This is an optimization exercise on Yosys and OpenROAD, whose aim is a short achievable clock period and few clock cycles, not a production implementation.
Only simulation tests tie the RTL to the original design; equivalence was not proved.
No activity file was given, so power comes from the tool's default toggle rates.

## rvPipeline
module rvPipeline (
  input  logic            clock,
  input  logic            reset,
  output rvPkg::word_t    fetchAddr,
  input  rvPkg::word_t    fetchInstr,
  output logic            wbEnable,
  output rvPkg::regAddr_t wbReg,
  output rvPkg::word_t    wbData
);
  localparam int mulBits = 86;    
  localparam int linkN   = 4;
  localparam int bpBits  = 6;      
  rvPkg::word_t    pcF;
  logic            xValid;
  logic            xMulDep;       
  rvPkg::word_t    xPc;
  rvPkg::word_t    xPc4;
  rvPkg::word_t    xImmT;         
  rvPkg::word_t    xImm;          
  rvPkg::regAddr_t xRd;
  logic            xWrites;
  logic            xIsMul;
  logic            xIsJalr;
  logic            xIsBr;
  logic            xPredTaken;
  logic            xPredJalr;     
  rvPkg::word_t    xPredBase;     
  logic            xBrEq, xBrNe, xBrLt, xBrGe;
  logic            xSelAdd, xSelSub, xSelSlt, xSelSltu, xSelSll, xSelSrl;
  logic            xSelAuipc, xSelLui, xSelLink;
  rvPkg::word_t    opA, opB;           
  logic            xDepA, xDepB;       
  logic            x2Writes;
  logic            x2IsMul;
  rvPkg::regAddr_t x2Rd;
  rvPkg::word_t    x2Res;
  logic [mulBits-1:0] x2Rows;
  rvPkg::word_t addRes, subRes, sllRes, srlRes, aluRes, xTarget;
  logic         sltRes, sltuRes, brEq, brLt, brTaken;
  logic         xExec, xStall, mispredict, redirect, jalrMiss;
  rvPkg::word_t redirectTarget;
  logic [mulBits-1:0] mulRowsX;
  assign addRes  = opA + opB;        
  assign subRes  = opA - opB;
  assign sllRes  = opA << opB[4:0];
  assign srlRes  = opA >> opB[4:0];
  assign sltRes  = $signed(opA) < $signed(opB);
  assign sltuRes = opA < opB;
  assign xTarget = xPc + xImmT;      
  assign aluRes = ({32{xSelAdd}}   & addRes)  |
                  ({32{xSelSub}}   & subRes)  |
                  ({32{xSelSll}}   & sllRes)  |
                  ({32{xSelSrl}}   & srlRes)  |
                  ({32{xSelAuipc}} & xTarget) |
                  ({32{xSelLui}}   & xImm)    |
                  ({32{xSelLink}}  & xPc4)    |
                  {31'b0, (xSelSlt & sltRes) | (xSelSltu & sltuRes)};
  mulStage1 mul1 (.a (opA), .b (opB), .rows (mulRowsX));
  assign brEq    = (opA == opB);
  ...
Settings: LEC_CHECK=0, CAP_MARGIN=30, CORE_MARGIN=2, CORE_UTILIZATION=28, PLACE_DENSITY=0.6, SLEW_MARGIN=30, SYNTH_HIERARCHICAL=1; clock period 12.0 ns.
standard.sh (not shown) runs the stock make flow with config.mk's settings and CLKGATE_MAP_FILE= SYNTH_SCRIPT=/design/flow/synth_recipe.tcl, a recipe that flattens the netlist after the stock synthesis.
==> flow/flow/run.sh <==
#!/bin/bash
set -o pipefail
export SETUP_SLACK_MARGIN=${FLOW_SETUP_MARGIN:-8}
export TNS_END_PERCENT=30
bash standard.sh MATCH_CELL_FOOTPRINT=0 "BUFFER_PORTS_ARGS=-buffer_cell sky130_fd_sc_hd__buf_4" finish > standard.log 2>&1
Testbench counts at the start, summed over its fixed seeds: cycles 118,573.
Edit:
--- a/flow/design.v
+++ b/flow/design.v
@@ -403,39 +403,53 @@
   pcRelAdd #(.LO (21)) tgtJ0 (.base (pcF), .hiP1 (pcHiJP1), .hiM1 (pcHiJM1), .imm (fImmJ), .sum (fTgtJ));
   assign fAuipcVal  = {pcF[31:12] + fImmU[31:12], pcF[11:0]};
   assign fPc4       = pcF + 32'd4;
   assign fPredTaken = fJal || fBrTaken;
   registerFile regs0 (
     .clock, .reset,
     .readAddrA (fRs1), .readAddrB (fRs2),
     .readDataA (rfA), .readDataB (rfB),
-    .writeEnable (x2Writes), .writeAddr (x2Rd), .writeData (x2Final)
+    .writeEnable (wbEnable), .writeAddr (wbReg), .writeData (wbData)
   );
   logic nextX2Writes;
-  logic hitAX, hitAX2, hitBX, hitBX2, mulDepNext;
+  logic hitAX, hitAX2, hitAW, hitBX, hitBX2, hitBW, mulDepNext;
   assign nextX2Writes = xExec && xWrites;
   assign hitAX  = nextX2Writes && (fRs1 == xRd);
   assign hitBX  = nextX2Writes && (fRs2 == xRd);
   assign hitAX2 = x2Writes && (fRs1 == x2Rd);
   assign hitBX2 = x2Writes && (fRs2 == x2Rd);
+  assign hitAW  = wbEnable && (fRs1 == wbReg);
+  assign hitBW  = wbEnable && (fRs2 == wbReg);
   assign mulDepNext = xIsMul && ((fUsesRs1 && hitAX) || (fUsesRs2 && hitBX));
   logic         fImmAsB;
   rvPkg::word_t opANext, opBNext;
   assign fImmAsB = fOpImm || fJalr;
-  always_comb begin
-    if (xStall) begin
-      opANext = xDepA ? x2Final : opA;
-      opBNext = xDepB ? x2Final : opB;
-    end else begin
-      opANext = hitAX ? aluRes : (hitAX2 ? x2Final : rfA);
-      opBNext = fImmAsB ? fImmI : (hitBX ? aluRes : (hitBX2 ? x2Final : rfB));
-    end
-  end
-  assign fetchAddr = pcF;
+  logic [6:0] selA;
+  logic [7:0] selB;
+  assign selA[0] = xStall && !xDepA;                               
+  assign selA[1] = xStall && xDepA;                                
+  assign selA[2] = !xStall && hitAX;                               
+  assign selA[3] = !xStall && !hitAX && hitAX2 && x2IsMul;         
+  assign selA[4] = !xStall && !hitAX && hitAX2 && !x2IsMul;        
+  assign selA[5] = !xStall && !hitAX && !hitAX2 && hitAW;          
+  assign selA[6] = !xStall && !hitAX && !hitAX2 && !hitAW;         
+  assign selB[0] = xStall && !xDepB;
+  assign selB[1] = xStall && xDepB;
+  assign selB[2] = !xStall && !fImmAsB && hitBX;
+  assign selB[3] = !xStall && !fImmAsB && !hitBX && hitBX2 && x2IsMul;
+  assign selB[4] = !xStall && !fImmAsB && !hitBX && hitBX2 && !x2IsMul;
+  assign selB[5] = !xStall && !fImmAsB && !hitBX && !hitBX2 && hitBW;
+  assign selB[6] = !xStall && !fImmAsB && !hitBX && !hitBX2 && !hitBW;
+  assign selB[7] = !xStall && fImmAsB;                             
+  onehotMux #(.N (7)) opAMux0 (
+    .sel (selA), .d ({rfA, wbData, x2Res, mulProduct, aluRes, mulProduct, opA}), .y (opANext));
+  onehotMux #(.N (8)) opBMux0 (
+    .sel (selB), .d ({fImmI, rfB, wbData, x2Res, mulProduct, aluRes, mulProduct, opB}), .y (opBNext));
+  assign fetchAddr = pcOut;
   logic            lkValid [linkN];
   rvPkg::regAddr_t lkTag   [linkN];
   rvPkg::word_t    lkVal   [linkN];
   logic [19:0]     lkHiP1  [linkN];
   logic [19:0]     lkHiM1  [linkN];
   rvPkg::word_t    lkSum   [linkN];
   logic [1:0]      lkNext;
   logic [linkN-1:0] lkHitA, lkHitD;
@@ -519,16 +533,22 @@
   assign fPredSel[7] = !xStall && !fJal && !fBrTaken && !fPredJalr;
   onehotMux #(.N (8)) predMux0 (
     .sel (fPredSel),
     .d   ({fPc4, {lkSum[3][31:1], 1'b0}, {lkSum[2][31:1], 1'b0}, {lkSum[1][31:1], 1'b0},
            {lkSum[0][31:1], 1'b0}, fTgtB, fTgtJ, pcF}),
     .y   (fPredNext)
   );
   lateMux2 pcMux0 (.sel (redirect), .a (fPredNext), .b (redirectTarget), .y (pcNext));
+  rvPkg::word_t pcOut, pcOutNext;
+  lateMux2 pcMux1 (.sel (redirect), .a (fPredNext), .b (redirectTarget), .y (pcOutNext));
+  always_ff @(posedge clock or posedge reset) begin
+    if (reset) pcOut <= rvPkg::resetPc;
+    else       pcOut <= pcOutNext;
+  end
   always_ff @(posedge clock or posedge reset) begin
     if (reset) begin
       pcF      <= rvPkg::resetPc;
       xValid   <= 1'b0;
     end else begin
       pcF      <= pcNext;
       xValid   <= !redirect;    
     end
Effect:
- count of clock-buffer cells in the layout rose by 47
- synthesized cell count hardly moves
- final cell count goes up by 0.43%
- power went up by 3.2%
- maximum frequency went up by 0.32%
Testbench counts after the change, summed over its fixed seeds: cycles 118,573.

port drivers added, routing unchanged:
How much do the figures lean on ideal ports? The routed layouts below were timed once more, with nothing changed but the port constraints. Step 1 (the two cells are an assumption about what drives the block):
set clk [get_ports {clock}]
set_driving_cell -lib_cell sky130_fd_sc_hd__clkbuf_16 $clk
set_driving_cell -lib_cell sky130_fd_sc_hd__buf_2 [delete_from_list [all_inputs] $clk]
Step 2 moves the port delays by t, midway between the first and last clock arrival at a register: inputs arrive t later, outputs are due t later. That takes back most of the time a late clock gives input paths. Slacks: ideal ports / drivers / drivers and shift; pairs: ideal ports / drivers.
run	shift t [ns]	slack for setup (ns)	hold slack, ns	worst data-port slew with drivers (ns)	pins driven straight from the clock port
the first run	0.993	7.427 / 7.243 / 6.250	0.419 / 0.419 / 0.419	0.47	1
the second run	1.077	7.441 / 7.495 / 6.418	0.399 / 0.399 / 0.399	0.41	1
After both steps every run listed still meets setup and hold. The setup slack of the first run, which loses most, moves by -0.184 ns with the drivers and by -1.177 ns with both steps.
